This is an optimization exercise on Yosys and OpenROAD, whose aim is small area, not a production implementation. The RTL was checked by simulation tests, not by an equivalence proof against the original design. Power and IR drop assume default switching activity.

==> design/flow/config.mk <==
export PLATFORM = sky130hd
export DESIGN_NAME = us_frontend_top
export DESIGN_NICKNAME = us_frontend_top
export VERILOG_FILES = /design/flow/design.v
export SDC_FILE = /design/flow/constraint.sdc
export NUM_CORES = 4
export LEC_CHECK = 0
export CAP_MARGIN = 20
export CORE_MARGIN = 2
export CORE_UTILIZATION = 40
export CTS_BUF_LIST = sky130_fd_sc_hd__clkbuf_8
export SLEW_MARGIN = 20
==> design/flow/constraint.sdc <==
create_clock -name core_clock -period 5.0 [get_ports {clk}]
set_input_delay 1.0000 -clock core_clock [delete_from_list [all_inputs] [get_ports {clk}]]
set_output_delay 1.0000 -clock core_clock [all_outputs]
set_load 0.01 [all_outputs]
==> design/flow/design.v <==
`default_nettype none
package us_pkg;
	localparam int BF_DATA_WIDTH      = 70;   
	localparam int BF_BIT_COUNT_WIDTH = 8;    
	localparam int ACQ_CNT_WIDTH      = 20;   
endpackage
`default_nettype wire
`timescale 1ns/1ps
`default_nettype none
module us_frontend_top (
	input  logic                                 clk,
	input  logic                                 rst_n,
	input  logic                                 bf_spi_start,           
	input  logic                                 bf_tx_en,               
	input  logic [us_pkg::BF_DATA_WIDTH-1:0]      data_in,
	input  logic [us_pkg::BF_BIT_COUNT_WIDTH-1:0] num_of_bit,
	input  logic [us_pkg::ACQ_CNT_WIDTH-1:0]      adc_start_length,
	input  logic [us_pkg::ACQ_CNT_WIDTH-1:0]      adc_init_delay,
	input  logic [us_pkg::ACQ_CNT_WIDTH-1:0]      adc_samples_per_echo,
	input  logic                                 spi_sdi,
	output logic                                 spi_cs_n,
	output logic                                 spi_sck,
	output logic                                 spi_sdo,
	output logic                                 bf_spi_done,
	output logic [us_pkg::BF_DATA_WIDTH-1:0]      rd_data,
	output logic                                 bf_tx_en_pin,           
	output logic                                 fifo_en,                
	output logic                                 fsm_done
);
	localparam int DW = us_pkg::BF_DATA_WIDTH;
	localparam int CW = us_pkg::ACQ_CNT_WIDTH;
	logic [1:0]    sp_st;
	logic          sp_d;         
	logic [8:0]    sc;
	logic [DW-1:0] rx_sr;        
	logic [6:0]    b;
	logic [1:0]    r;
	logic          sp_idle, sp_dly, sp_frm, sp_post;
	logic          sp_start, b_zero, r_two, r_zero, sp_step, sp_adv;
	logic          rx_shift, rx_hold;
	logic [DW:0]   tx_ext;       
	logic [71:0]   tx_pad;
	logic [7:0]    b_lo;         
	logic [8:0]    b_hi;         
	logic [8:0]    tx_grp;       
	assign b        = sc[8:2];
	assign r        = sc[1:0];
	assign sp_idle  = ~sp_st[1] & ~sp_st[0];
	assign sp_dly   = ~sp_st[1] &  sp_st[0];
	assign sp_frm   =  sp_st[1] &  sp_st[0];
	assign sp_post  =  sp_st[1] & ~sp_st[0];
	assign sp_start = sp_idle & bf_spi_start & ~sp_d;
	assign b_zero   = ~|b;
	assign r_two    = r[1] & ~r[0];
	assign r_zero   = ~r[1] & ~r[0];
	assign sp_step  = b_zero & r_two;
	assign sp_adv   = sp_start | (sp_st[0] & sp_step) | (sp_post & r_zero);
	assign rx_shift = sp_frm & r_two & ~b_zero;
	assign rx_hold  = ~rx_shift & ~sp_dly;
	assign tx_ext   = {data_in, data_in[0]};
	assign tx_pad   = {1'b0, tx_ext};
	for (genvar k = 0; k < 8; k++) begin : g_lo
		assign b_lo[k] = (b[2:0] == 3'(k));
	end
	for (genvar j = 0; j < 9; j++) begin : g_hi
		assign b_hi[j]   = sp_frm & (b[6:3] == 4'(j));
		assign tx_grp[j] = |(b_lo & tx_pad[8*j +: 8]);
	end
	always_ff @(posedge clk or negedge rst_n) begin
		if (!rst_n) begin
			sp_st <= 2'b00;
			sp_d  <= 1'b0;
		end else begin
			sp_d <= bf_spi_start;
			if (sp_adv)
				sp_st <= {sp_st[0], ~sp_st[1]};
		end
	end
	always_ff @(posedge clk) begin
		if (sp_start)
			sc <= {7'd3, 2'd0};
		else if (sp_dly && sp_step)
			sc <= {num_of_bit[6:0], 2'd3};
		else
			sc <= sc - 9'd1;
		rx_sr <= ({DW{rx_shift}} & {rx_sr[DW-2:0], spi_sdi}) | ({DW{rx_hold}} & rx_sr);
	end
	assign spi_cs_n    = ~sp_frm;
	assign spi_sck     = sp_frm & ~r[1];
	assign spi_sdo     = |(b_hi & tx_grp);
	assign bf_spi_done = sp_post & r_zero;
	assign rd_data     = rx_sr;
	logic [2:0]    ac_st;
	logic          ac_d;         
	logic [CW-1:0] c;            
	logic [CW:0]   c_low0;       
	logic [CW-1:0] c_dec;
	logic          c_one;
	logic          ac_adv, ld_k, ld_1, ld_2, ld_3, dec;
	assign c_low0[0] = 1'b1;
	for (genvar i = 0; i < CW; i++) begin : g_dec
		assign c_low0[i+1] = c_low0[i] & ~c[i];
		assign c_dec[i]    = c[i] ^ c_low0[i];
	end
	assign c_one = c[0] & ~|c[CW-1:1];
	assign ac_adv = (~ac_st[2] & ~ac_st[0] & bf_tx_en & ~ac_d)    
	              | (ac_st[2] & ~ac_st[1])                         
	              | ((ac_st[0] | ac_st[1]) & ~(ac_st[2] & ~ac_st[1]) & c_one);
	assign ld_k = ac_adv & ~ac_st[0];                 
	assign ld_1 = ac_adv &  ac_st[0] & ~ac_st[1];     
	assign ld_2 = ac_adv &  ac_st[1] & ~ac_st[2];     
	assign ld_3 = ac_adv &  ac_st[2] &  ac_st[0];     
	assign dec  = ~ac_adv;
	always_ff @(posedge clk or negedge rst_n) begin
		if (!rst_n) begin
			ac_st <= 3'b000;
			ac_d  <= 1'b0;
		end else begin
			ac_d <= bf_tx_en;
			if (ac_adv)
				ac_st <= {ac_st[1:0], ~ac_st[2]};
		end
	end
	always_ff @(posedge clk) begin
		c <= ({CW{ld_1}} & adc_start_length)
		   | ({CW{ld_2}} & adc_init_delay)
		   | ({CW{ld_3}} & adc_samples_per_echo)
		   | ({CW{ld_k}} & CW'(11))
		   | ({CW{dec}} & c_dec);
	end
	assign bf_tx_en_pin = ac_st[1] & ~ac_st[2];
	assign fifo_en      = ac_st[1] & ~ac_st[0];
	assign fsm_done     = ac_st[2] & ~ac_st[1];
endmodule
`default_nettype wire
==> design/flow/flow/run.sh <==
#!/bin/bash
# Standard layout, with the smallest buffer on every port.
set -euo pipefail
bash standard.sh BUFFER_PORTS_ARGS="-buffer_cell sky130_fd_sc_hd__buf_1" finish > standard.log 2>&1
==> design/flow/standard.sh <==
#!/bin/bash
# synth_recipe.tcl (not shown) runs the flow's synth.tcl, then flattens the netlist and writes it again
# the make line also repeats each setting of config.mk as NAME=value (left out here)
make -C /OpenROAD-flow-scripts/flow DESIGN_CONFIG=/design/flow/config.mk WORK_HOME=/design/flow/orfs CLKGATE_MAP_FILE= SYNTH_SCRIPT=/design/flow/synth_recipe.tcl "${@:-finish}"
==> results of run 1 <==
-- placed cells by master, fill, tap and decap left out, drive strengths merged, types with 2 or more instances in the layout --
master and count:
ha 20, or3 2, nor2b 5, o21bai 3, o21ai 2, clkbuf 9
nand2b 2, nand3b 2, nand4 4, nor2 36, a221o 19, mux2i 10
nand2 16, clkinv 2, nor3 4, mux4 14, nor4 7, a221oi 2
xor2 3, buf 224, nor4b 2, a211oi 6, dfxtp 99, xnor2 5
a22o 87, inv 30, dfrtp 7, a21oi 7, mux2 4
-- stage by stage --
stage	hold slack (ps)	area, um^2	utilization, %	std cells	total power, W
6_report	477.3	5858	49.18	797	0.002659
5_1_grt	487.8	5858	49.18	797	0.002867
4_1_cts	470.2	5856	49.16	797	0.002692
3_5_place_dp	462.6	5698	47.84	783	0.002218
3_3_place_gp	447.2	5698	47.84	783	0.002187
2_1_floorplan	432.7	4833	-	448	0.002012
-- cell type report --
cell class / count / area, um^2 / share of cell area [%]
timing repair buffer: 224 / 863.3 / 14.74
clock buffer: 9 / 123.9 / 2.114
tap: 147 / 183.9 / 3.140
sequential: 106 / 2157 / 36.82
multi-input combinational: 278 / 2391 / 40.82
clock inverter: 5 / 33.78 / 0.5767
inverter: 28 / 105.1 / 1.794
-- synthesized netlist by cell type (2+ instances only) --
master / number / area (um^2)
dfrtp_1: 7 / 175.2
ha_1: 20 / 250.2
xor2_1: 3 / 26.28
o21bai_1: 3 / 22.52
a21oi_1: 6 / 30.03
nand4_1: 4 / 25.02
inv_1: 27 / 101.4
clkbuf_1: 22 / 82.58
or3_1: 2 / 12.51
a221o_1: 19 / 190.2
nor4_1: 7 / 43.79
nand2_1: 16 / 60.06
mux4_2: 14 / 315.3
o21ai_0: 2 / 10.01
a22o_1: 87 / 762.0
nor2b_1: 5 / 31.28
dfxtp_1: 99 / 1982
nor3_1: 4 / 20.02
mux2_2: 4 / 45.04
a221oi_1: 2 / 17.52
a211oi_1: 6 / 45.04
mux2i_1: 10 / 100.1
nand2b_1: 2 / 12.51
nor4b_1: 2 / 17.52
nor2_1: 36 / 135.1
buf_6: 7 / 78.83
buf_1: 2 / 7.510
xnor2_1: 5 / 43.79
buf_2: 5 / 25.02
nand3b_1: 2 / 15.01
-- worst register-to-register path, delay by kind of cell (launching register included) --
family	cells	cell delay, ps
fa+ha+maj	18	3280
buf+inv	1	60
simple gates	1	50
xor+xnor	1	150
flops	1	370
compound gates	1	270
-- logic make-up (layout without fill, tap and decap cells) --
family	count (synthesis)	in the layout
and+or+nand+nor	86	86
adders and majority gates	20	20
xor gates and xnor gates	8	8
muxes	28	28
buffers and inverters	64	266
DFF	106	106
AOI/OAI and AO/OA	136	136
-- layer usage --
layer | vias up | GRT usage, % | wire, um
li1 | 2090 | - | -
met5 | - | 0 | 0
met3 | 13 | 6.376 | 881
met2 | 150 | 30.08 | 5831
met1 | 2055 | 23.16 | 5430
met4 | 0 | 5.041 | 173
-- how the worst max path moves through the flow --
| stage | from | end | slack (ps) | depth (start not counted) |
|---|---|---|---|---|
| after floorplan | c[0]$_DFF_P_ | c[19]$_DFF_P_ | 1000 | 22 |
| after global placement | c[0]$_DFF_P_ | c[19]$_DFF_P_ | 810 | 22 |
| after detailed placement | c[0]$_DFF_P_ | c[19]$_DFF_P_ | 720 | 22 |
| after CTS | c[0]$_DFF_P_ | c[19]$_DFF_P_ | 690 | 22 |
| after global routing | c[0]$_DFF_P_ | c[19]$_DFF_P_ | 490 | 22 |
| final | c[0]$_DFF_P_ | c[19]$_DFF_P_ | 730 | 22 |
-- state kept, by name, indices dropped and copies added (netlist names) --
name   cells
ac_d       1
ac_st      3
c         20
rx_sr     70
sc         9
sp_d       1
sp_st      2
-- power breakdown --
part / switching, W / internal, W
registers: 0.000151 / 0.000979
clock network: 0.000288 / 0.000176
logic: 0.000581 / 0.000484
==> metrics.md, run 1 <==
| Metric | Value |
|---|---|
| TritonCTS Buffers | 9 |
| Via count | roughly 4,300 |
| Pwr/cell area | around 450 nW/um^2 |
| Largest stage delay on the critical path | 370 ps |
| Buf/Inv on CP | 1 |
| Post-Syn Area | 4833 um^2 |
| WS Path Type | register to register |
| Main combinational cell family by area after synthesis | compound AO/OA/AOI/OAI gates |
| Ordered list of cells on the worst path | inv_1 > ha_1 > ha_1 > ha_1 > ha_1 > ha_1 > ha_1 > ha_1 > ha_1 > ha_1 > ha_1 > ha_1 > ha_1 > ha_1 > ha_1 > ha_1 > ha_1 > ha_1 > ha_1 > xnor2_1 > nor2_1 > a221o_1 |
| Filler Cells Inserted | between 1,000 and 1,500 |
| Total global routing overflow | 0 |
| Post-CTS Setup Inserts | 0 |
| Final setup fails | 0 |
| FF-to-FF End | c[19]$_DFF_P_ |
| Maximum clock path buffer count | 2 |
| Floorplan row count | 40 |
| Die ar. | 12,980 um^2 |
| Cts repair resizes | 0 |
| Yosys reg bits | 106 |
| First-pass GRT wire length | 19.09 mm |
| Largest net degree at the start of global routing | 71 |
| EDFF count, synth | 0 |
| Antenna-violating nets left | 0 |
| DRC | 0 |
| Maximum vdd drop | ~0.25 mV |
| Drt initial violations | ~220 |
| Routed vias/inst | 5.405 |
| Lkg Pwr | 2.273 nW |
| Chip width | 113.9 um |
| Ys flop type | dfxtp_1 |
| Post-Synth Simple-Gate Area | 8.594% |
| Post-Syn Instances | roughly 450 |
| Min cycle time layout | 4273 ps |
| Ant diodes | 0 |
| Worst slack at placement | 723.6 ps |
| Syn_nets | just over 600 |
| RSZ-0062 raised after global routing | no |
| Core Footprint | 11,910 um^2 |
| Hold_buf cts | 0 |
| Layout cells sized above 1 | under 10% |
| CP max stage cell | dfxtp_1 |
| CP arrival | 4540 ps |
| PortBufs | 218 |
| Worst-path clk slew | approximately 100 ps |
| Routed WL per cell | ~15 um |
| Hold path endpoint | sc[0]$_SDFF_PP0_ |
| Overall routing resource usage | a little under a fifth |
| RR Startpoint | c[0]$_DFF_P_ |
| Clock root cell | clkbuf_8 |
| Hpwl dp | 8.857 mm |
| Die height | about 110 um |
| Final WL | 12.32 mm |
| P&R area growth vs syn | 21.20% |
| Clock Latency Late Sink | between 300 and 400 ps |
| Hold path depth | 1 |
| CTS Sinks | about 110 |
| Fmax | approximately 230 MHz |
| Mapped Avg Cell Area | 10.79 um^2 |
| Asr flop ratio synth | 6.604% |
| Final hold violations | 0 |
| Period utilization | 85.46% |
| Max_slew headroom | 37.08% |
| CTS tree | done |
| Worst-case clock skew | between 15 and 20 ps |
| Setup ws final | 727.2 ps |
| CP delay by family, top | adder cells |
| Final Wtd Congestion | 0.7829 |
| Worst reg2reg path depth | 22 |
| Vias in the first global route | slightly above 4,000 |
| Initial Util | 40.58% |
| XOR/XNOR Fraction of Synth Area | 1.450% |
| Unique masters post-synth | 48 |
| Worst-margin pin slew | ~940 ps |
| Setup crit start kind | register |
| Most used cell along the critical path | ha_1 |
| Initial antenna violation count | 0 |
| Worst EP required | 5270 ps |
| Flop-to-flop setup slack | 730 ps |
| Crit Path Max Fanout | 3 |
| Multiplexer area fraction after synthesis | under 10% |
| H-tree depth | 3 |
| Status | finished clean |
| Yosys Warn Count | 1 |
| Hold wc startpoint | sc[0]$_SDFF_PP0_ |
| Fin nets | 810 |
| Drt first pass iters | 4 |
| Compound-gate portion of the synthesized area | 24.44% |
| Seq/Total Area, Yosys | 44.63% |
| HP Class | register to register |
| Io pins | 220 |
| Final slew viol count | 0 |
| Post-synthesis adder-cell area fraction | approximately 5.2% |
| Critical Path End Type | register |
| Max_cap viols | 0 |
| Setup total negative slack | 0 ps |
==> run 2: changes to the inputs <==
==> design/flow/flow/run.sh (replaced) <==
#!/bin/bash
# Standard layout with two changes:
#  - synthesis maps the logic with flow/abc_area.script (area-oriented
#    ABC mapping) instead of ORFS's speed script; everything else in the
#    synthesis, including the register mapping and names, is the standard one
#  - the smallest buffer (buf_1) on every port
set -euo pipefail
W=$(pwd)
sed 's|^  log_cmd abc {\*}\$abc_args$|  set abc_args [lreplace $abc_args 1 1 '"$W"'/flow/abc_area.script]\n  log_cmd abc {*}$abc_args|' \
	"$FLOW_HOME/scripts/synth.tcl" > "$W/synth_area.tcl"
grep -q "flow/abc_area.script" "$W/synth_area.tcl"
sed 's|source \$::env(SCRIPTS_DIR)/synth.tcl|source '"$W"'/synth_area.tcl|' "$W/synth_recipe.tcl" > "$W/area_synth.tcl"
grep -q "synth_area.tcl" "$W/area_synth.tcl"
bash standard.sh SYNTH_SCRIPT="$W/area_synth.tcl" \
	BUFFER_PORTS_ARGS="-buffer_cell sky130_fd_sc_hd__buf_1" finish > standard.log 2>&1
==> design/flow/flow/abc_area.script (new file) <==
&get -n
&st
&dch
&nf -R 1000 -p -C 32
&put
==> metrics.md, run 2 <==
| Metric | Value |
|---|---|
| Largest regs | rx_sr x70, c x20, sc x9 (unchanged) |
| Internal Dissipation | 0.001400 W (was 0.001639 W) |
| Vias in the first global route | 3,955 (was 4,071) |
| Asr flop ratio synth | 6.604% (unchanged) |
| Final setup fails | 0 (unchanged) |
| Period utilization | 82.56% (was 85.46%) |
| Io pins | 220 (unchanged) |
| Post-synth top area share | 46.23% (was 41.00%) |
| Crit Path Max Fanout | 2 (was 3) |
| Worst-case clock skew | 10.42 ps (was 15.05 ps) |
| Most flops, register | rx_sr (unchanged) |
| Setup total negative slack | 0 ps (unchanged) |
| Ordered list of cells on the worst path | clkinv_1 > ha_1 > ha_1 > ha_1 > ha_1 > ha_1 > ha_1 > ha_1 > ha_1 > ha_1 > ha_1 > ha_1 > ha_1 > ha_1 > ha_1 > ha_1 > ha_1 > ha_1 > ha_1 > o21ai_0 (was inv_1 > ha_1 > ha_1 > ha_1 > ha_1 > ha_1 > ha_1 > ha_1 > ha_1 > ha_1 > ha_1 > ha_1 > ha_1 > ha_1 > ha_1 > ha_1 > ha_1 > ha_1 > ha_1 > xnor2_1 > nor2_1 > a221o_1) |
| Unique masters post-synth | 35 (was 48) |
| Cell taking the most area after synthesis | dfxtp_1 (unchanged) |
| CP max stage cell | dfxtp_1 (unchanged) |
| Fin area | 5534 um^2 (was 5858 um^2) |
| Worst slack at placement | 864.7 ps (was 723.6 ps) |
| Yosys Warn Count | 1 (unchanged) |
| Die height | 107.5 um (was 113.9 um) |
| TritonCTS Buffers | 9 (unchanged) |
| CTS tree | done (unchanged) |
| Final Wtd Congestion | 0.8746 (was 0.7829) |
| Seq pwr share | 45.8% (was 42.5%) |
| RSZ-0062 raised after global routing | no (unchanged) |
| Routed vias/inst | 5.473 (was 5.405) |
| Most frequent cell after synthesis | dfxtp_1 (unchanged) |
| Ys flop type | dfxtp_1 (unchanged) |
| Hold_buf cts | 0 (unchanged) |
| Clock root cell | clkbuf_8 (unchanged) |
| Non-Filler Instances | 776 (was 797) |
| Worst-margin pin slew | 779.3 ps (was 941.4 ps) |
| P&R area growth vs syn | 29.10% (was 21.20%) |
| Filler Cells Inserted | 1,011 (was 1,139) |
| Fin nets | 798 (was 810) |
| Pwr/cell area | 414.1 nW/um^2 (was 453.9 nW/um^2) |
| Critical Path End Type | register (unchanged) |
| Antenna-violating nets left | 0 (unchanged) |
| Switching Share | 38.91% (was 38.36%) |
| DRC | 0 (unchanged) |
| Net Switching | 0.0008915 W (was 0.001020 W) |
| Post-CTS Setup Inserts | 0 (unchanged) |
| Cell count after placement | 760 (was 783) |
| Core Footprint | 10,370 um^2 (was 11,910 um^2) |
| Commonest non-fill, non-tap cell in the layout | buf_1 (unchanged) |
| Clock Latency Late Sink | 370 ps (was 380 ps) |
| First-pass GRT wire length | 18.34 mm (was 19.09 mm) |
| Final WL | 11.77 mm (was 12.32 mm) |
| Maximum clock path buffer count | 2 (unchanged) |
| Status | finished clean (unchanged) |
| Syn_nets | 563 (was 611) |
| Worst EP required | 5290 ps (was 5270 ps) |
| Synth area leaders | dfxtp_1 (46%), a22o_1 (15%), a222oi_1 (6.1%) (was dfxtp_1 (41%), a22o_1 (16%), mux4_2 (6.5%)) |
| Final slew viol count | 0 (unchanged) |
| HP Class | register to register (unchanged) |
| Routed WL per cell | 15.16 um (was 15.45 um) |
| Most frequent cells in the layout | buf_1 (218), dfxtp_1 (99), a22o_1 (72) (was buf_1 (218), dfxtp_1 (99), a22o_1 (87)) |
| Cts repair resizes | 0 (unchanged) |
| CP delay by family, top | adder cells (unchanged) |
| Floorplan row count | 37 (was 40) |
| Die ar. | 11,560 um^2 (was 12,980 um^2) |
| Drt initial violations | 366 (was 216) |
| Ant diodes | 0 (unchanged) |
| Max_cap viols | 0 (unchanged) |
| Initial antenna violation count | 0 (unchanged) |
| H-tree depth | 3 (unchanged) |
| CP arrival | 4410 ps (was 4540 ps) |
| Maximum vdd drop | 0.3077 mV (was 0.2518 mV) |
| Clk pwr share | 21.5% (was 17.4%) |
| Mapped Avg Cell Area | 10.72 um^2 (was 10.79 um^2) |
| Final hold violations | 0 (unchanged) |
| Drt first pass iters | 6 (was 4) |
| Lkg Pwr | 1.987 nW (was 2.273 nW) |
| Largest stage delay on the critical path | 350 ps (was 370 ps) |
| Setup ws final | 871.9 ps (was 727.2 ps) |
| WS Path Type | register to register (unchanged) |
| Buf/Inv on CP | 1 (unchanged) |
| Setup crit start kind | register (unchanged) |
| Post-DP Area | 5339 um^2 (was 5698 um^2) |
| Yosys reg bits | 106 (unchanged) |
| Most used cell along the critical path | ha_1 (unchanged) |
| Post-Syn Instances | 400 (was 448) |
| Via count | 4,247 (was 4,308) |
| EDFF count, synth | 0 (unchanged) |
| Final hold slack | 479.6 ps (was 477.3 ps) |
| Worst-path clk slew | 100 ps (about the same) |
| Overall routing resource usage | 19.89% (was 18.39%) |
| Initial Util | 41.34% (was 40.58%) |
| Post-Syn Area | 4287 um^2 (was 4833 um^2) |
| Min cycle time layout | 4128 ps (was 4273 ps) |
| PortBufs | 218 (unchanged) |
| CTS Sinks | 106 (unchanged) |
| Max_slew headroom | 47.99% (was 37.08%) |
| Hpwl dp | 8.906 mm (was 8.857 mm) |
| Synth top cells by count | dfxtp_1 (99), a22o_1 (72), a222oi_1 (26) (was dfxtp_1 (99), a22o_1 (87), nor2_1 (36)) |
| Seq/Total Area, Yosys | 50.32% (was 44.63%) |
| Largest net degree at the start of global routing | 72 (was 71) |
| Max FFs per register | 70 (unchanged) |
| Fmax | 242.2 MHz (was 234.0 MHz) |
| Combinational Power Share | 32.7% (was 40.0%) |
| Chip width | 107.5 um (was 113.9 um) |
| Total global routing overflow | 0 (unchanged) |
| Layout cells sized above 1 | 4.219% (was 6.923%) |
run 2: changes by cell type in the layout (fill, tap and decap cells not counted), sizes merged, moves of 15 or more:
cell	previous run	this run
o21ai	2	22
a222oi	0	26
a22oi	1	21
nor2	36	20
clkinv	2	27
inv	30	5
a22o	87	72
a221o	19	0
run 2: kinds of logic after synthesis:
logic type                 Yosys count  share of synthesized area [%]
DFF                                106                          50.32
adders and majority gates           20                          5.838
and+or+nand+nor                     76                          9.223
AOI/OAI and AO/OA                  166                          30.94
buffers and inverters               25                          2.189
muxes                                1                         0.2627
xor gates and xnor gates             6                          1.226
run 2: worst paths after layout:
check                             startpoint           endpoint  slack (ps)  depth (start not counted)
min reg2reg                rx_sr[69]$_DFF_P_  rx_sr[69]$_DFF_P_         480                          1
max                             c[0]$_DFF_P_      c[18]$_DFF_P_         870                         20
min in group asynchronous              rst_n     ac_d$_DFF_PN0_         500                          1
max reg2reg                     c[0]$_DFF_P_      c[18]$_DFF_P_         870                         20
min                        rx_sr[69]$_DFF_P_  rx_sr[69]$_DFF_P_         480                          1
max in group asynchronous              rst_n     sp_d$_DFF_PN0_        4230                          1
run 2: metrics by stage:
stage | total power, W | utilization, %
after floorplan | 0.001541 | -
after global placement | 0.001790 | 51.48
after detailed placement | 0.001809 | 51.48
after CTS | 0.002312 | 53.25
after global routing | 0.002453 | 53.37
final | 0.002291 | 53.37
run 2: power groups by stage:
stage | clock network [W] | logic, W | registers, W
final | 0.000494 | 0.000749 | 0.00105
after global routing | 0.000545 | 0.000842 | 0.00107
after CTS | 0.000517 | 0.000749 | 0.00105
after floorplan | 0 | 0.000504 | 0.00104
after detailed placement | 0 | 0.000747 | 0.00106
after global placement | 0 | 0.000729 | 0.00106
run 2: area by class of cell:
type                            count  area [um^2]  area share (%)
Inverter                           25        93.84           1.696
Sequential cell                   106         2157           38.98
Tap cell                          136        170.2           3.075
Clock buffer                        9        123.9           2.238
Timing Repair Buffer              224        863.3           15.60
Multi-Input combinational cell    269         2067           37.35
Clock inverter                      7        58.81           1.063
run 2: routing by layer:
metal,vias to the layer above,routed length [um],global-route usage (%)
li1,2090,-,-
met1,1955,4898,23.54
met2,181,5724,34.32
met3,21,802,3.390
met4,0,342,10.44
met5,-,0,0
==> run 3: changes to the inputs <==
--- a/design/flow/design.v
+++ b/design/flow/design.v
@@ -92,17 +92,17 @@
 	assign rd_data     = rx_sr;
 	logic [2:0]    ac_st;
 	logic          ac_d;         
-	logic [CW-1:0] c;            
-	logic [CW:0]   c_low0;       
-	logic [CW-1:0] c_dec;
+	logic [CW-1:0] cn;           
+	logic [CW:0]   cn_ones;      
+	logic [CW-1:0] cn_inc;
 	logic          c_one;
-	logic          ac_adv, ld_k, ld_1, ld_2, ld_3, dec;
-	assign c_low0[0] = 1'b1;
-	for (genvar i = 0; i < CW; i++) begin : g_dec
-		assign c_low0[i+1] = c_low0[i] & ~c[i];
-		assign c_dec[i]    = c[i] ^ c_low0[i];
+	logic          ac_adv, ld_k, ld_1, ld_2, ld_3, cnt;
+	assign cn_ones[0] = 1'b1;
+	for (genvar i = 0; i < CW; i++) begin : g_inc
+		assign cn_ones[i+1] = cn_ones[i] & cn[i];
+		assign cn_inc[i]    = cn[i] ^ cn_ones[i];
 	end
-	assign c_one = c[0] & ~|c[CW-1:1];
+	assign c_one = ~cn[0] & &cn[CW-1:1];
 	assign ac_adv = (~ac_st[2] & ~ac_st[0] & bf_tx_en & ~ac_d)    
 	              | (ac_st[2] & ~ac_st[1])                         
 	              | ((ac_st[0] | ac_st[1]) & ~(ac_st[2] & ~ac_st[1]) & c_one);
@@ -110,7 +110,7 @@
 	assign ld_1 = ac_adv &  ac_st[0] & ~ac_st[1];     
 	assign ld_2 = ac_adv &  ac_st[1] & ~ac_st[2];     
 	assign ld_3 = ac_adv &  ac_st[2] &  ac_st[0];     
-	assign dec  = ~ac_adv;
+	assign cnt  = ~ac_adv;
 	always_ff @(posedge clk or negedge rst_n) begin
 		if (!rst_n) begin
 			ac_st <= 3'b000;
@@ -122,11 +122,11 @@
 		end
 	end
 	always_ff @(posedge clk) begin
-		c <= ({CW{ld_1}} & adc_start_length)
-		   | ({CW{ld_2}} & adc_init_delay)
-		   | ({CW{ld_3}} & adc_samples_per_echo)
-		   | ({CW{ld_k}} & CW'(11))
-		   | ({CW{dec}} & c_dec);
+		cn <= ~(({CW{ld_1}} & adc_start_length)
+		      | ({CW{ld_2}} & adc_init_delay)
+		      | ({CW{ld_3}} & adc_samples_per_echo)
+		      | ({CW{ld_k}} & CW'(11))
+		      | ({CW{cnt}} & ~cn_inc));
 	end
 	assign bf_tx_en_pin = ac_st[1] & ~ac_st[2];
 	assign fifo_en      = ac_st[1] & ~ac_st[0];
--- a/design/flow/config.mk
+++ b/design/flow/config.mk
@@ -8,5 +8,7 @@
 export CAP_MARGIN = 20
 export CORE_MARGIN = 2
 export CORE_UTILIZATION = 40
-export CTS_BUF_LIST = sky130_fd_sc_hd__clkbuf_8
+export CTS_BUF_LIST = sky130_fd_sc_hd__clkbuf_16
+export CTS_CLUSTER_DIAMETER = 300
+export CTS_CLUSTER_SIZE = 60
 export SLEW_MARGIN = 20
==> metrics.md, run 3 <==
| Metric | Value |
|---|---|
| Status | finished clean (unchanged) |
| Yosys Warn Count | 1 (unchanged) |
| Cts repair resizes | 0 (unchanged) |
| Worst EP required | 5250 ps (was 5290 ps) |
| Post-CTS Setup Inserts | 0 (unchanged) |
| Die ar. | 11,470 um^2 (was 11,560 um^2) |
| DRC | 0 (unchanged) |
| Initial Util | 41.18% (was 41.34%) |
| Ordered list of cells on the worst path | ha_1 > ha_1 > ha_1 > ha_1 > ha_1 > ha_1 > ha_1 > ha_1 > ha_1 > ha_1 > ha_1 > ha_1 > ha_1 > ha_1 > ha_1 > ha_1 > ha_1 > ha_1 > xor2_1 > o21ai_0 > a221oi_1 (was clkinv_1 > ha_1 > ha_1 > ha_1 > ha_1 > ha_1 > ha_1 > ha_1 > ha_1 > ha_1 > ha_1 > ha_1 > ha_1 > ha_1 > ha_1 > ha_1 > ha_1 > ha_1 > ha_1 > o21ai_0) |
| Post-Syn Area | 4252 um^2 (was 4287 um^2) |
| Unique masters post-synth | 33 (was 35) |
| Final WL | 12.47 mm (was 11.77 mm) |
| H-tree depth | 3 (unchanged) |
| Vias in the first global route | 4,005 (was 3,955) |
| Largest regs | rx_sr x70, cn x20, sc x9 (was rx_sr x70, c x20, sc x9) |
| Asr flop ratio synth | 6.604% (unchanged) |
| Post-Syn Instances | 394 (was 400) |
| CP arrival | 4380 ps (was 4410 ps) |
| Chip width | 107.1 um (was 107.5 um) |
| Commonest non-fill, non-tap cell in the layout | buf_1 (unchanged) |
| RSZ-0062 raised after global routing | no (unchanged) |
| Maximum vdd drop | 0.2043 mV (was 0.3077 mV) |
| Fin nets | 792 (was 798) |
| Period utilization | 82.61% (was 82.56%) |
| Hold_buf cts | 0 (unchanged) |
| Total global routing overflow | 0 (unchanged) |
| Ant diodes | 0 (unchanged) |
| Max_slew headroom | 36.42% (was 47.99%) |
| Largest net degree at the start of global routing | 72 (unchanged) |
| Setup crit start kind | register (unchanged) |
| CP delay by family, top | adder cells (unchanged) |
| Crit Path Max Fanout | 3 (was 2) |
| Synth top cells by count | dfxtp_1 (99), a22o_1 (71), nand2_1 (27) (was dfxtp_1 (99), a22o_1 (72), a222oi_1 (26)) |
| Buf/Inv on CP | 0 (was 1) |
| Maximum clock path buffer count | 2 (unchanged) |
| Mapped Avg Cell Area | 10.79 um^2 (was 10.72 um^2) |
| Cell taking the most area after synthesis | dfxtp_1 (unchanged) |
| Hpwl dp | 9.152 mm (was 8.906 mm) |
| Clock Latency Late Sink | 340 ps (was 370 ps) |
| Non-Filler Instances | 769 (was 776) |
| Die height | 107.1 um (was 107.5 um) |
| Antenna-violating nets left | 0 (unchanged) |
| Routed WL per cell | 16.21 um (was 15.16 um) |
| Via count | 4,297 (was 4,247) |
| Final setup fails | 0 (unchanged) |
| CTS tree | done (unchanged) |
| Worst-path clk slew | 70 ps (was 100 ps) |
| Final slew viol count | 0 (unchanged) |
| Worst-case clock skew | 7.134 ps (was 10.42 ps) |
| Drt initial violations | 285 (was 366) |
| First-pass GRT wire length | 19.17 mm (was 18.34 mm) |
| P&R area growth vs syn | 31.61% (was 29.10%) |
| HP Class | register to register (unchanged) |
| Clock root cell | clkbuf_16 (was clkbuf_8) |
| CP max stage cell | dfxtp_1 (unchanged) |
| Seq/Total Area, Yosys | 50.74% (was 50.32%) |
| Fmax | 242.1 MHz (was 242.2 MHz) |
| TritonCTS Buffers | 9 (unchanged) |
| Lkg Pwr | 2.019 nW (was 1.987 nW) |
| WS Path Type | register to register (unchanged) |
| Yosys reg bits | 106 (unchanged) |
| Post-synth top area share | 46.62% (was 46.23%) |
| Final hold slack | 481.9 ps (was 479.6 ps) |
| PortBufs | 218 (unchanged) |
| Worst-margin pin slew | 940.5 ps (was 779.3 ps) |
| Pwr Total | 0.002700 W (was 0.002291 W) |
| Setup total negative slack | 0 ps (unchanged) |
| Most frequent cell after synthesis | dfxtp_1 (unchanged) |
| Critical Path End Type | register (unchanged) |
| Most flops, register | rx_sr (unchanged) |
| Drt first pass iters | 5 (was 6) |
| Pwr/cell area | 482.5 nW/um^2 (was 414.1 nW/um^2) |
| EDFF count, synth | 0 (unchanged) |
| Floorplan row count | 37 (unchanged) |
| Most used cell along the critical path | ha_1 (unchanged) |
| Fin area | 5595 um^2 (was 5534 um^2) |
| Overall routing resource usage | 20.91% (was 19.89%) |
| Post-DP Area | 5308 um^2 (was 5339 um^2) |
| Final Wtd Congestion | 0.8074 (was 0.8746) |
| Initial antenna violation count | 0 (unchanged) |
| CTS Sinks | 106 (unchanged) |
| Final hold violations | 0 (unchanged) |
| Synth area leaders | dfxtp_1 (47%), a22o_1 (15%), ha_1 (5.9%) (was dfxtp_1 (46%), a22o_1 (15%), a222oi_1 (6.1%)) |
| Largest stage delay on the critical path | 330 ps (was 350 ps) |
| Routed vias/inst | 5.588 (was 5.473) |
| Io pins | 220 (unchanged) |
| Max_cap viols | 0 (unchanged) |
| Ys flop type | dfxtp_1 (unchanged) |
| Layout cells sized above 1 | 4.107% (was 4.219%) |
| Max FFs per register | 70 (unchanged) |
| Syn_nets | 557 (was 563) |
| Most frequent cells in the layout | buf_1 (218), dfxtp_1 (99), a22o_1 (71) (was buf_1 (218), dfxtp_1 (99), a22o_1 (72)) |
| Min cycle time layout | 4131 ps (was 4128 ps) |
| Core Footprint | 10,320 um^2 (was 10,370 um^2) |
| Cell count after placement | 754 (was 760) |
-- run 3: cell type report --
| type | instances | area [um^2] |
|---|---|---|
| well taps | 136 | 170.2 |
| fillers | 983 | 4728 |
| clock inverters | 6 | 52.55 |
| repair buffers | 224 | 863.3 |
| flip-flops and latches | 106 | 2157 |
| inverters | 6 | 22.52 |
| multi-input cells | 282 | 2105 |
| clock buffers | 9 | 225.2 |
-- run 3: metal layers --
metal	global-route usage, %	vias to the layer above	wire [um]
met1	24.54	2012	5019
met2	36.93	184	6300
met3	3.951	19	849
li1	-	2082	-
met4	9.091	0	298
met5	0	-	0
-- run 3: final timing paths --
check / from / end / slack, ps / cells past startpoint
min: rx_sr[69]$_DFF_P_ / rx_sr[69]$_DFF_P_ / 480 / 1
max reg2reg: cn[0]$_DFF_P_ / cn[19]$_DFF_P_ / 870 / 21
max in group asynchronous: rst_n / sp_st[1]$_DFFE_PN0P_ / 4180 / 1
min in group asynchronous: rst_n / ac_d$_DFF_PN0_ / 550 / 1
min reg2reg: rx_sr[69]$_DFF_P_ / rx_sr[69]$_DFF_P_ / 480 / 1
max: cn[0]$_DFF_P_ / cn[19]$_DFF_P_ / 870 / 21
-- run 3: worst reg2reg max path, cell delays in order, from the launching register on --
cell and delay [ps]:
dfxtp_1 330, ha_1 210, ha_1 190, ha_1 190, ha_1 190, ha_1 180
ha_1 190, ha_1 180, ha_1 180, ha_1 180, ha_1 180, ha_1 180
ha_1 180, ha_1 180, ha_1 180, ha_1 180, ha_1 180, ha_1 180
ha_1 190, xor2_1 120, o21ai_0 80, a221oi_1 220
-- run 3: through the flow --
stage / utilization, % / setup slack [ps]
2_1_floorplan: - / 384.4
3_3_place_gp: 51.41 / 913.3
3_5_place_dp: 51.41 / 859.9
4_1_cts: 54.10 / 843.3
5_1_grt: 54.20 / 567.1
6_report: 54.20 / 869.4
-- run 3: logic make-up after synthesis --
group / after synthesis / synth area share (%)
buf+inv: 6 / 0.5297
simple gates: 90 / 10.89
fa+ha+maj: 20 / 5.886
mux: 1 / 0.5297
xor+xnor: 6 / 1.236
flops: 106 / 50.74
compound gates: 165 / 30.19
-- run 3: power breakdown --
group | switching, W | internal (W) | total [W]
Sequential | 0.000141 | 0.000988 | 0.00113
Combinational | 0.000546 | 0.000367 | 0.000913
Clock | 0.000317 | 0.000342 | 0.000659
Total | 0.00100 | 0.00170 | 0.00270
==> run 4: changes to the inputs <==
--- a/design/flow/config.mk
+++ b/design/flow/config.mk
@@ -8,7 +8,5 @@
 export CAP_MARGIN = 20
 export CORE_MARGIN = 2
 export CORE_UTILIZATION = 40
-export CTS_BUF_LIST = sky130_fd_sc_hd__clkbuf_16
-export CTS_CLUSTER_DIAMETER = 300
-export CTS_CLUSTER_SIZE = 60
+export CTS_BUF_LIST = sky130_fd_sc_hd__clkbuf_8
 export SLEW_MARGIN = 20
==> metrics.md, run 4 <==
| Metric | Value |
|---|---|
| Status | finished clean (unchanged) |
| Routed vias/inst | 5.615 (was 5.588) |
| Fin nets | 792 (unchanged) |
| Worst EP required | 5270 ps (was 5250 ps) |
| Clock root cell | clkbuf_8 (was clkbuf_16) |
| Critical Path End Type | register (unchanged) |
| Post-synth top area share | 46.62% (unchanged) |
| Main combinational cell family by area after synthesis | compound AO/OA/AOI/OAI gates (unchanged) |
| Io pins | 220 (unchanged) |
| Worst-case clock skew | 9.812 ps (was 7.134 ps) |
| Syn_nets | 557 (unchanged) |
| Compound-gate portion of the synthesized area | 30.19% (unchanged) |
| Drt first pass iters | 8 (was 5) |
| P&R area growth vs syn | 29.22% (was 31.61%) |
| CP max stage cell | dfxtp_1 (unchanged) |
| Antenna-violating nets left | 0 (unchanged) |
| Most frequent cell after synthesis | dfxtp_1 (unchanged) |
| Seq/Total Area, Yosys | 50.74% (unchanged) |
| Combinational Power Share | 36.1% (was 33.8%) |
| Cell taking the most area after synthesis | dfxtp_1 (unchanged) |
| Final slew viol count | 0 (unchanged) |
| Synth area leaders | dfxtp_1 (47%), a22o_1 (15%), ha_1 (5.9%) (unchanged) |
| Maximum clock path buffer count | 2 (unchanged) |
| Hold_buf cts | 0 (unchanged) |
| Post-Synth Simple-Gate Area | 10.89% (unchanged) |
| Switching Share | 38.86% (was 37.16%) |
| Overall routing resource usage | 20.84% (was 20.91%) |
| DRC | 0 (unchanged) |
| Internal Dissipation | 0.001540 W (was 0.001697 W) |
| CTS Sinks | 106 (unchanged) |
| Lkg Pwr | 1.973 nW (was 2.019 nW) |
| Drt initial violations | 277 (was 285) |
| Largest net degree at the start of global routing | 72 (unchanged) |
| DR top layer | met4 (unchanged) |
| Post-Syn Area | 4252 um^2 (unchanged) |
| EDFF count, synth | 0 (unchanged) |
| Hpwl dp | 9.152 mm (unchanged) |
| Final hold violations | 0 (unchanged) |
| Min cycle time layout | 4131 ps (about the same) |
| Worst-margin pin slew | 980.4 ps (was 940.5 ps) |
| Pwr/cell area | 458.3 nW/um^2 (was 482.5 nW/um^2) |
| Period utilization | 82.61% (about the same) |
| Flop-to-flop setup slack | 870 ps (about the same) |
| Core Footprint | 10,320 um^2 (unchanged) |
| First-pass GRT wire length | 19.13 mm (was 19.17 mm) |
| Max_cap viols | 0 (unchanged) |
| DR WL met2 | 6.301 mm (was 6.300 mm) |
| Initial antenna violation count | 0 (unchanged) |
| FF-to-FF End | cn[19]$_DFF_P_ (unchanged) |
| Max_slew headroom | 33.72% (was 36.42%) |
| Met3 wire length | 890 um (was 849 um) |
| Net Switching | 0.0009785 W (was 0.001003 W) |
| Final Wtd Congestion | 0.8074 (unchanged) |
| Cts repair resizes | 0 (unchanged) |
| Largest regs | rx_sr x70, cn x20, sc x9 (unchanged) |
| Mapped Avg Cell Area | 10.79 um^2 (unchanged) |
| Cell count after placement | 754 (unchanged) |
| Die height | 107.1 um (unchanged) |
| Filler Cells Inserted | 996 (was 983) |
| Worst reg2reg path depth | 21 (unchanged) |
| Yosys Warn Count | 1 (unchanged) |
| Maximum vdd drop | 0.2029 mV (was 0.2043 mV) |
| Hold wc startpoint | rx_sr[69]$_DFF_P_ (unchanged) |
| Most frequent cells in the layout | buf_1 (218), dfxtp_1 (99), a22o_1 (71) (unchanged) |
| Asr flop ratio synth | 6.604% (unchanged) |
| Initial Util | 41.18% (unchanged) |
| Post-synthesis adder-cell area fraction | 5.886% (unchanged) |
| PortBufs | 218 (unchanged) |
| Unique masters post-synth | 33 (unchanged) |
| Synth top cells by count | dfxtp_1 (99), a22o_1 (71), nand2_1 (27) (unchanged) |
| Worst-path clk slew | 100 ps (was 70 ps) |
| WS Path Type | register to register (unchanged) |
| Seq pwr share | 44.8% (was 41.8%) |
| Commonest non-fill, non-tap cell in the layout | buf_1 (unchanged) |
| Crit Path Max Fanout | 3 (unchanged) |
| Ant diodes | 0 (unchanged) |
| Floorplan row count | 37 (unchanged) |
| Final setup fails | 0 (unchanged) |
| Fmax | 242.1 MHz (about the same) |
| RSZ-0062 raised after global routing | no (unchanged) |
| Max FFs per register | 70 (unchanged) |
| Hold path endpoint | rx_sr[69]$_DFF_P_ (unchanged) |
| Pwr Total | 0.002518 W (was 0.002700 W) |
| HP Class | register to register (unchanged) |
| Setup total negative slack | 0 ps (unchanged) |
| Post-Syn Instances | 394 (unchanged) |
| Most used cell along the critical path | ha_1 (unchanged) |
| Routed WL per cell | 16.20 um (was 16.21 um) |
| Total global routing overflow | 0 (unchanged) |
| Vias in the first global route | 4,027 (was 4,005) |
| CTS tree | done (unchanged) |
| TritonCTS Buffers | 9 (unchanged) |
| Layout cells sized above 1 | 4.107% (unchanged) |
| Multiplexer area fraction after synthesis | 0.5297% (unchanged) |
| H-tree depth | 3 (unchanged) |
| Clk pwr share | 19.0% (was 24.4%) |
| RR Startpoint | cn[0]$_DFF_P_ (unchanged) |
| Hold path depth | 1 (unchanged) |
| Setup crit start kind | register (unchanged) |
| Chip width | 107.1 um (unchanged) |
| Yosys reg bits | 106 (unchanged) |
| Die ar. | 11,470 um^2 (unchanged) |
| Ys flop type | dfxtp_1 (unchanged) |
| Ordered list of cells on the worst path | ha_1 > ha_1 > ha_1 > ha_1 > ha_1 > ha_1 > ha_1 > ha_1 > ha_1 > ha_1 > ha_1 > ha_1 > ha_1 > ha_1 > ha_1 > ha_1 > ha_1 > ha_1 > xor2_1 > o21ai_0 > a221oi_1 (unchanged) |
| Final WL | 12.45 mm (was 12.47 mm) |
| Non-Filler Instances | 769 (unchanged) |
| Clock Latency Late Sink | 360 ps (was 340 ps) |
| Routed met1 length | 5.020 mm (was 5.019 mm) |
| Largest stage delay on the critical path | 340 ps (was 330 ps) |
| XOR/XNOR Fraction of Synth Area | 1.236% (unchanged) |
| Post-CTS Setup Inserts | 0 (unchanged) |
| CP arrival | 4400 ps (was 4380 ps) |
| Via count | 4,318 (was 4,297) |
| Most flops, register | rx_sr (unchanged) |
## run 4: changes by cell type in the layout (fill, tap and decap cells not counted)
cell	before	now
clkbuf_8	0	9
clkbuf_16	9	0
## run 4: how the worst max path moves through the flow
stage	endpoint	startpoint
finish	cn[19]$_DFF_P_	cn[0]$_DFF_P_
global route	cn[19]$_DFF_P_	cn[0]$_DFF_P_
CTS	cn[19]$_DFF_P_	cn[0]$_DFF_P_
detailed placement	cn[19]$_DFF_P_	cn[0]$_DFF_P_
global placement	cn[19]$_DFF_P_	cn[0]$_DFF_P_
floorplan	rx_sr[0]$_DFF_P_	sc[3]$_SDFF_PP1_
## run 4: area by class of cell
cell class / count / area (um^2) / area share [%]
multi-input cells: 282 / 2105 / 38.31
flip-flops and latches: 106 / 2157 / 39.26
inverters: 6 / 22.52 / 0.4099
clock buffers: 9 / 123.9 / 2.255
well taps: 136 / 170.2 / 3.097
repair buffers: 224 / 863.3 / 15.71
clock inverters: 6 / 52.55 / 0.9565
## run 4: worst max-delay path, delay by kind of cell (launching register included)
| family | cells | cell delay [ps] |
|---|---|---|
| adders and majority gates | 18 | 3300 |
| DFF | 1 | 340 |
| xor gates and xnor gates | 1 | 120 |
| AOI/OAI and AO/OA | 2 | 290 |
## run 4: logic make-up (layout without fill, tap and decap cells)
| group | count (synthesis) | in the layout |
|---|---|---|
| AO/OA/AOI/OAI | 165 | 165 |
| adder cells (fa/ha/maj) | 20 | 20 |
| multiplexers | 1 | 1 |
| buffers and inverters | 6 | 245 |
| flip-flops | 106 | 106 |
| XOR/XNOR | 6 | 6 |
| AND/OR/NAND/NOR | 90 | 90 |
## run 4: power groups by stage
stage	clock [W]	combinational (W)	sequential (W)
final	0.000479	0.000910	0.00113
after global routing	0.000533	0.00102	0.00115
after CTS	0.000498	0.000916	0.00113
after global placement	0	0.000891	0.00114
after floorplan	0	0.000631	0.00111
after detailed placement	0	0.000912	0.00114
## run 4: metal layers
layer / vias up / track usage (%)
met4: 0 / 8.256
li1: 2081 / -
met2: 177 / 37.21
met3: 13 / 4.681
met1: 2047 / 24.01
met5: - / 0
## run 4: through the flow
| step | area [um^2] | setup slack, ps | util, % | hold WS, ps |
|---|---|---|---|---|
| 2_1_floorplan | 4263 | 384.4 | - | 438.1 |
| 3_3_place_gp | 5308 | 913.3 | 51.41 | 456.2 |
| 3_5_place_dp | 5308 | 859.9 | 51.41 | 464.3 |
| 4_1_cts | 5484 | 837.2 | 53.12 | 493.6 |
| 5_1_grt | 5494 | 559.7 | 53.22 | 522.5 |
| 6_report | 5494 | 869.4 | 53.22 | 489.4 |
==> run 5: changes to the inputs <==
--- a/design/flow/config.mk
+++ b/design/flow/config.mk
@@ -5,8 +5,8 @@
 export SDC_FILE = /design/flow/constraint.sdc
 export NUM_CORES = 4
 export LEC_CHECK = 0
-export CAP_MARGIN = 20
+export CAP_MARGIN = 0
 export CORE_MARGIN = 2
 export CORE_UTILIZATION = 40
 export CTS_BUF_LIST = sky130_fd_sc_hd__clkbuf_8
-export SLEW_MARGIN = 20
+export SLEW_MARGIN = 0
==> metrics.md, run 5 <==
| Metric | Value |
|---|---|
| Commonest non-fill, non-tap cell in the layout | buf_1 (unchanged) |
| Overall routing resource usage | 20.84% (unchanged) |
| WS Path Type | register to register (unchanged) |
| Synth area leaders | dfxtp_1 (47%), a22o_1 (15%), ha_1 (5.9%) (unchanged) |
| Max_cap viols | 0 (unchanged) |
| Initial antenna violation count | 0 (unchanged) |
| Asr flop ratio synth | 6.604% (unchanged) |
| Unique masters post-synth | 33 (unchanged) |
| Antenna-violating nets left | 0 (unchanged) |
| Period utilization | 82.69% (was 82.61%) |
| Maximum clock path buffer count | 2 (unchanged) |
| Seq/Total Area, Yosys | 50.74% (unchanged) |
| CTS tree | done (unchanged) |
| Die ar. | 11,470 um^2 (unchanged) |
| Most flops, register | rx_sr (unchanged) |
| RR Startpoint | cn[0]$_DFF_P_ (unchanged) |
| Multi-input gate area | 2095 um^2 (was 2105 um^2) |
| Hold wc startpoint | rx_sr[69]$_DFF_P_ (unchanged) |
| Hpwl dp | 9.152 mm (unchanged) |
| Largest regs | rx_sr x70, cn x20, sc x9 (unchanged) |
| Max_slew headroom | 15.51% (was 33.72%) |
| Synth top cells by count | dfxtp_1 (99), a22o_1 (71), nand2_1 (27) (unchanged) |
| HP Class | register to register (unchanged) |
| TritonCTS Buffers | 9 (unchanged) |
| Post-Syn Area | 4252 um^2 (unchanged) |
| Yosys Warn Count | 1 (unchanged) |
| Drt initial violations | 268 (was 277) |
| Max FFs per register | 70 (unchanged) |
| Chip width | 107.1 um (unchanged) |
| Crit Path Max Fanout | 3 (unchanged) |
| Fin nets | 792 (unchanged) |
| Setup total negative slack | 0 ps (unchanged) |
| Setup crit start kind | register (unchanged) |
| Drt first pass iters | 6 (was 8) |
| Min cycle time layout | 4135 ps (was 4131 ps) |
| Cts repair resizes | 0 (unchanged) |
| Initial Util | 41.18% (unchanged) |
| EDFF count, synth | 0 (unchanged) |
| Hold_buf cts | 0 (unchanged) |
| Hold path depth | 1 (unchanged) |
| Final hold violations | 0 (unchanged) |
| Ys flop type | dfxtp_1 (unchanged) |
| Pwr/cell area | 458.1 nW/um^2 (was 458.3 nW/um^2) |
| Routed WL per cell | 16.15 um (was 16.20 um) |
| Ordered list of cells on the worst path | ha_1 > ha_1 > ha_1 > ha_1 > ha_1 > ha_1 > ha_1 > ha_1 > ha_1 > ha_1 > ha_1 > ha_1 > ha_1 > ha_1 > ha_1 > ha_1 > ha_1 > ha_1 > xor2_1 > o21ai_0 > a221oi_1 (unchanged) |
| Floorplan row count | 37 (unchanged) |
| PortBufs | 218 (unchanged) |
| Buf/Inv on CP | 0 (unchanged) |
| CTS Sinks | 106 (unchanged) |
| Yosys reg bits | 106 (unchanged) |
| Worst-margin pin slew | 1265 ps (was 980.4 ps) |
| Worst EP required | 5270 ps (about the same) |
| FF/Latch Area | 2157 um^2 (unchanged) |
| Cell taking the most area after synthesis | dfxtp_1 (unchanged) |
| Seq pwr share | 44.8% (about the same) |
| Worst-case clock skew | 8.891 ps (was 9.812 ps) |
| DRC | 0 (unchanged) |
| Filler Cells Inserted | 995 (was 996) |
| First-pass GRT wire length | 19.13 mm (unchanged) |
| Status | finished clean (unchanged) |
| Crit path launch | cn[0]$_DFF_P_ (unchanged) |
| Most frequent cell after synthesis | dfxtp_1 (unchanged) |
| Mapped Avg Cell Area | 10.79 um^2 (unchanged) |
| CP arrival | 4400 ps (about the same) |
| Die height | 107.1 um (unchanged) |
| Hold path endpoint | rx_sr[69]$_DFF_P_ (unchanged) |
| Largest net degree at the start of global routing | 72 (unchanged) |
| Post-CTS Setup Inserts | 0 (unchanged) |
| CP max stage cell | dfxtp_1 (unchanged) |
| Final WL | 12.42 mm (was 12.45 mm) |
| CP delay by family, top | adder cells (unchanged) |
| Final slew viol count | 0 (unchanged) |
| Ant diodes | 0 (unchanged) |
| Critical Path End Type | register (unchanged) |
| Core Footprint | 10,320 um^2 (unchanged) |
| Most frequent cells in the layout | buf_1 (218), dfxtp_1 (99), a22o_1 (71) (unchanged) |
| Syn_nets | 557 (unchanged) |
| FF-to-FF End | cn[19]$_DFF_P_ (unchanged) |
| H-tree depth | 3 (unchanged) |
| Net Switching | 0.0009740 W (was 0.0009785 W) |
| Flop-to-flop setup slack | 870 ps (about the same) |
| Fmax | 241.9 MHz (was 242.1 MHz) |
| Layout cells sized above 1 | 3.791% (was 4.107%) |
| Io pins | 220 (unchanged) |
| Vias in the first global route | 4,027 (unchanged) |
| Clock root cell | clkbuf_8 (unchanged) |
| Final Wtd Congestion | 0.8074 (unchanged) |
| RSZ-0062 raised after global routing | no (unchanged) |
| Post-synth top area share | 46.62% (unchanged) |
| Switching Share | 38.77% (was 38.86%) |
| Combinational Power Share | 36.2% (was 36.1%) |
| Largest stage delay on the critical path | 340 ps (about the same) |
| Via count | 4,309 (was 4,318) |
| Routed vias/inst | 5.603 (was 5.615) |
| Final hold slack | 489.1 ps (was 489.4 ps) |
| Maximum vdd drop | 0.2023 mV (was 0.2029 mV) |
| Post-Route Utilization | 53.12% (was 53.22%) |
| Most used cell along the critical path | ha_1 (unchanged) |
| Clock Latency Late Sink | 360 ps (about the same) |
| Worst-path clk slew | 100 ps (about the same) |
| P&R area growth vs syn | 28.99% (was 29.22%) |
| Internal Dissipation | 0.001538 W (was 0.001540 W) |
| Total global routing overflow | 0 (unchanged) |
| Lkg Pwr | 1.970 nW (was 1.973 nW) |
| Post-Syn Instances | 394 (unchanged) |
| Clk pwr share | 19.0% (about the same) |
| Worst reg2reg path depth | 21 (unchanged) |
| Final setup fails | 0 (unchanged) |
-- run 5: area by class of cell --
class | count | area share (%)
multi-input cells | 282 | 38.19
clock inverters | 6 | 0.9582
repair buffers | 224 | 15.74
clock buffers | 9 | 2.259
inverters | 6 | 0.4107
flip-flops and latches | 106 | 39.33
well taps | 136 | 3.103
-- run 5: layer usage --
| layer | track usage [%] | vias up | wire [um] |
|---|---|---|---|
| met5 | 0 | - | 0 |
| met4 | 8.256 | 0 | 231 |
| met3 | 4.681 | 12 | 770 |
| met2 | 37.21 | 162 | 6312 |
| met1 | 24.01 | 2054 | 5102 |
| li1 | - | 2081 | - |
-- run 5: how the worst max path moves through the flow --
stage | end | depth (start not counted)
2_1_floorplan | rx_sr[0]$_DFF_P_ | 5
3_3_place_gp | cn[19]$_DFF_P_ | 21
3_5_place_dp | cn[19]$_DFF_P_ | 21
4_1_cts | cn[19]$_DFF_P_ | 21
5_1_grt | cn[19]$_DFF_P_ | 21
6_report | cn[19]$_DFF_P_ | 21
-- run 5: cells by family (layout without fill, tap and decap cells) --
kind of cell | Yosys count | after routing | share of synthesized area (%)
DFF | 106 | 106 | 50.74
buffers and inverters | 6 | 245 | 0.5297
AOI/OAI and AO/OA | 165 | 165 | 30.19
muxes | 1 | 1 | 0.5297
and+or+nand+nor | 90 | 90 | 10.89
xor gates and xnor gates | 6 | 6 | 1.236
adders and majority gates | 20 | 20 | 5.886
-- run 5: through the flow --
step | power (W) | instance area, um^2 | cells | worst slack (ps)
3_5_place_dp | 0.002055 | 5308 | 754 | 859.9
4_1_cts | 0.002539 | 5484 | 769 | 837.2
3_3_place_gp | 0.002030 | 5308 | 754 | 913.3
5_1_grt | 0.002703 | 5484 | 769 | 559.7
6_report | 0.002512 | 5484 | 769 | 865.3
2_1_floorplan | 0.001739 | 4263 | 394 | 384.4
-- run 5: power by group through the flow --
stage | Combinational, W | Sequential (W) | Clock (W)
global placement | 0.000891 | 0.00114 | 0
finish | 0.000910 | 0.00113 | 0.000477
CTS | 0.000916 | 0.00113 | 0.000498
floorplan | 0.000631 | 0.00111 | 0
detailed placement | 0.000912 | 0.00114 | 0
global route | 0.00102 | 0.00115 | 0.000533
==> run 6: changes to the inputs <==
--- a/design/flow/flow/run.sh
+++ b/design/flow/flow/run.sh
@@ -12,4 +12,4 @@
 sed 's|source \$::env(SCRIPTS_DIR)/synth.tcl|source '"$W"'/synth_area.tcl|' "$W/synth_recipe.tcl" > "$W/area_synth.tcl"
 grep -q "synth_area.tcl" "$W/area_synth.tcl"
 bash standard.sh SYNTH_SCRIPT="$W/area_synth.tcl" \
-	BUFFER_PORTS_ARGS="-buffer_cell sky130_fd_sc_hd__buf_1" finish > standard.log 2>&1
+	BUFFER_PORTS_ARGS="-buffer_cell sky130_fd_sc_hd__buf_1" CTS_ARGS="-buf_list sky130_fd_sc_hd__clkbuf_8 -root_buf sky130_fd_sc_hd__clkbuf_8 -sink_clustering_enable -sink_clustering_size 30 -sink_clustering_max_diameter 200 -repair_clock_nets" finish > standard.log 2>&1
--- a/design/flow/config.mk
+++ b/design/flow/config.mk
@@ -5,8 +5,8 @@
 export SDC_FILE = /design/flow/constraint.sdc
 export NUM_CORES = 4
 export LEC_CHECK = 0
-export CAP_MARGIN = 0
+export CAP_MARGIN = 20
 export CORE_MARGIN = 2
 export CORE_UTILIZATION = 40
 export CTS_BUF_LIST = sky130_fd_sc_hd__clkbuf_8
-export SLEW_MARGIN = 0
+export SLEW_MARGIN = 20
==> metrics.md, run 6 <==
| Metric | Value |
|---|---|
| CTS tree | done (unchanged) |
| Maximum vdd drop | 0.2029 mV (was 0.2023 mV) |
| First-pass GRT wire length | 19.13 mm (unchanged) |
| Cell count after placement | 754 (unchanged) |
| Antenna-violating nets left | 0 (unchanged) |
| Ant diodes | 0 (unchanged) |
| Clock root cell | clkbuf_8 (unchanged) |
| Layout cells sized above 1 | 4.107% (was 3.791%) |
| Post-synth top area share | 46.62% (unchanged) |
| Critical Path End Type | register (unchanged) |
| Worst EP required | 5270 ps (about the same) |
| Worst-case clock skew | 9.812 ps (was 8.891 ps) |
| Cell taking the most area after synthesis | dfxtp_1 (unchanged) |
| Hold_buf cts | 0 (unchanged) |
| Ordered list of cells on the worst path | ha_1 > ha_1 > ha_1 > ha_1 > ha_1 > ha_1 > ha_1 > ha_1 > ha_1 > ha_1 > ha_1 > ha_1 > ha_1 > ha_1 > ha_1 > ha_1 > ha_1 > ha_1 > xor2_1 > o21ai_0 > a221oi_1 (unchanged) |
| CP max stage cell | dfxtp_1 (unchanged) |
| Chip width | 107.1 um (unchanged) |
| CTS Sinks | 106 (unchanged) |
| Setup crit start kind | register (unchanged) |
| Post-Syn Area | 4252 um^2 (unchanged) |
| Final hold violations | 0 (unchanged) |
| Fin nets | 792 (unchanged) |
| Setup total negative slack | 0 ps (unchanged) |
| Maximum clock path buffer count | 2 (unchanged) |
| Crit Path Max Fanout | 3 (unchanged) |
| RSZ-0062 raised after global routing | no (unchanged) |
| Io pins | 220 (unchanged) |
| CP delay by family, top | adder cells (unchanged) |
| Most used cell along the critical path | ha_1 (unchanged) |
| Period utilization | 82.61% (was 82.69%) |
| Worst-path clk slew | 100 ps (about the same) |
| Largest stage delay on the critical path | 340 ps (about the same) |
| Non-Filler Instances | 769 (unchanged) |
| Ys flop type | dfxtp_1 (unchanged) |
| Seq pwr share | 44.8% (about the same) |
| Hpwl dp | 9.152 mm (unchanged) |
| Mapped Avg Cell Area | 10.79 um^2 (unchanged) |
| Drt first pass iters | 8 (was 6) |
| Max FFs per register | 70 (unchanged) |
| Yosys reg bits | 106 (unchanged) |
| Largest regs | rx_sr x70, cn x20, sc x9 (unchanged) |
| Buf/Inv on CP | 0 (unchanged) |
| Core Footprint | 10,320 um^2 (unchanged) |
| Worst reg2reg path depth | 21 (unchanged) |
| Final WL | 12.45 mm (was 12.42 mm) |
| Post-CTS Setup Inserts | 0 (unchanged) |
| Overall routing resource usage | 20.84% (unchanged) |
| Pwr/cell area | 458.3 nW/um^2 (was 458.1 nW/um^2) |
| Status | finished clean (unchanged) |
| Worst-margin pin slew | 980.4 ps (was 1265 ps) |
| Routed WL per cell | 16.20 um (was 16.15 um) |
| Asr flop ratio synth | 6.604% (unchanged) |
| Switching Share | 38.86% (was 38.77%) |
| Hold path depth | 1 (unchanged) |
| CP arrival | 4400 ps (about the same) |
| Clock Latency Late Sink | 360 ps (about the same) |
| Seq/Total Area, Yosys | 50.74% (unchanged) |
| TritonCTS Buffers | 9 (unchanged) |
| Net Switching | 0.0009785 W (was 0.0009740 W) |
| Synth top cells by count | dfxtp_1 (99), a22o_1 (71), nand2_1 (27) (unchanged) |
| Cts repair resizes | 0 (unchanged) |
| RR Startpoint | cn[0]$_DFF_P_ (unchanged) |
| Flop-to-flop setup slack | 870 ps (about the same) |
| Vias in the first global route | 4,027 (unchanged) |
| WS Path Type | register to register (unchanged) |
| Via count | 4,318 (was 4,309) |
| Fmax | 242.1 MHz (was 241.9 MHz) |
| Clk pwr share | 19.0% (about the same) |
| EDFF count, synth | 0 (unchanged) |
| H-tree depth | 3 (unchanged) |
| Floorplan row count | 37 (unchanged) |
| Commonest non-fill, non-tap cell in the layout | buf_1 (unchanged) |
| Largest net degree at the start of global routing | 72 (unchanged) |
| Max_slew headroom | 33.72% (was 15.51%) |
| Most frequent cells in the layout | buf_1 (218), dfxtp_1 (99), a22o_1 (71) (unchanged) |
| Final setup fails | 0 (unchanged) |
| Most flops, register | rx_sr (unchanged) |
| Synth area leaders | dfxtp_1 (47%), a22o_1 (15%), ha_1 (5.9%) (unchanged) |
| Max_cap viols | 0 (unchanged) |
| Lkg Pwr | 1.973 nW (was 1.970 nW) |
| PortBufs | 218 (unchanged) |
| Final slew viol count | 0 (unchanged) |
| Final Wtd Congestion | 0.8074 (unchanged) |
| Hold path endpoint | rx_sr[69]$_DFF_P_ (unchanged) |
| Initial Util | 41.18% (unchanged) |
| Drt initial violations | 277 (was 268) |
| Most frequent cell after synthesis | dfxtp_1 (unchanged) |
| Hold wc startpoint | rx_sr[69]$_DFF_P_ (unchanged) |
| Die height | 107.1 um (unchanged) |
| Die ar. | 11,470 um^2 (unchanged) |
| Routed vias/inst | 5.615 (was 5.603) |
| Combinational Power Share | 36.1% (was 36.2%) |
| Post-Syn Instances | 394 (unchanged) |
| Syn_nets | 557 (unchanged) |
| Yosys Warn Count | 1 (unchanged) |
| Total global routing overflow | 0 (unchanged) |
| P&R area growth vs syn | 29.22% (was 28.99%) |
| Unique masters post-synth | 33 (unchanged) |
| HP Class | register to register (unchanged) |
| Min cycle time layout | 4131 ps (was 4135 ps) |
| DRC | 0 (unchanged) |
| Internal Dissipation | 0.001540 W (was 0.001538 W) |
| FF-to-FF End | cn[19]$_DFF_P_ (unchanged) |
| Initial antenna violation count | 0 (unchanged) |
## run 6: cell counts after synthesis
Identical to the previous run, type by type.
## run 6: cell families after synthesis
group / count (synthesis) / synth area share (%)
fa+ha+maj: 20 / 5.886
simple gates: 90 / 10.89
xor+xnor: 6 / 1.236
compound gates: 165 / 30.19
mux: 1 / 0.5297
flops: 106 / 50.74
buf+inv: 6 / 0.5297
## run 6: layer usage
layer / wire [um] / share of wire [%] / up-vias / global-route usage, %
met5: 0 / 0 / - / 0
met4: 241 / 1.9 / 0 / 8.256
met3: 890 / 7.1 / 13 / 4.681
met2: 6301 / 51 / 177 / 37.21
met1: 5020 / 40 / 2047 / 24.01
li1: - / - / 2081 / -
## run 6: how the worst max path moves through the flow
stage / from / endpoint / cells past startpoint
detailed placement: cn[0]$_DFF_P_ / cn[19]$_DFF_P_ / 21
finish: cn[0]$_DFF_P_ / cn[19]$_DFF_P_ / 21
global route: cn[0]$_DFF_P_ / cn[19]$_DFF_P_ / 21
CTS: cn[0]$_DFF_P_ / cn[19]$_DFF_P_ / 21
floorplan: sc[3]$_SDFF_PP1_ / rx_sr[0]$_DFF_P_ / 5
global placement: cn[0]$_DFF_P_ / cn[19]$_DFF_P_ / 21
## run 6: final cells by class
class / count / area [um^2]
Clock inverter: 6 / 52.55
Timing Repair Buffer: 224 / 863.3
Fill cell: 996 / 4830
Inverter: 6 / 22.52
Multi-Input combinational cell: 282 / 2105
Tap cell: 136 / 170.2
Clock buffer: 9 / 123.9
Sequential cell: 106 / 2157
## run 6: power groups by stage
stage / Sequential (W) / Combinational (W) / Clock [W]
CTS: 0.00113 / 0.000916 / 0.000498
global route: 0.00115 / 0.00102 / 0.000533
detailed placement: 0.00114 / 0.000912 / 0
finish: 0.00113 / 0.000910 / 0.000479
floorplan: 0.00111 / 0.000631 / 0
global placement: 0.00114 / 0.000891 / 0
## run 6: per-stage QoR
stage | setup slack [ps] | power [W] | util (%) | cell area, um^2 | hold WS (ps)
after detailed placement | 859.9 | 0.002055 | 51.41 | 5308 | 464.3
after global routing | 559.7 | 0.002709 | 53.22 | 5494 | 522.5
after floorplan | 384.4 | 0.001739 | - | 4263 | 438.1
final | 869.4 | 0.002518 | 53.22 | 5494 | 489.4
after CTS | 837.2 | 0.002539 | 53.12 | 5484 | 493.6
after global placement | 913.3 | 0.002030 | 51.41 | 5308 | 456.2

afterwards: timing with drivers on the ports:
Ports are ideal in the flow. The routed layouts listed here were re-timed in OpenROAD. Step 1: set_driving_cell puts a clkbuf_16 on clk and a buf_2 on each other input, an assumption about the parent block. Step 2 also shifts input and output timing later by t, the mid clock arrival at the registers, as if the neighbouring blocks saw the same clock. Slacks: ideal ports / drivers / drivers and shift; pairs: ideal ports / drivers.
| run | t, ns | slack for setup (ns) | clock arrival spread, ns | slew at the worst register clock pin (ns) |
|---|---|---|---|---|
| run 1 | 0.404 | 0.727 / 0.727 / 0.727 | 0.015 / 0.015 | 0.10 / 0.10 |
| run 2 | 0.394 | 0.872 / 0.872 / 0.872 | 0.014 / 0.014 | 0.11 / 0.11 |
| run 3 | 0.374 | 0.869 / 0.869 / 0.869 | 0.010 / 0.010 | 0.07 / 0.07 |
| run 4 | 0.386 | 0.869 / 0.869 / 0.869 | 0.014 / 0.013 | 0.10 / 0.10 |
| run 5 | 0.385 | 0.865 / 0.865 / 0.865 | 0.011 / 0.011 | 0.10 / 0.10 |
| run 6 | 0.386 | 0.869 / 0.869 / 0.869 | 0.014 / 0.013 | 0.10 / 0.10 |
After both steps every run listed still meets setup and hold.
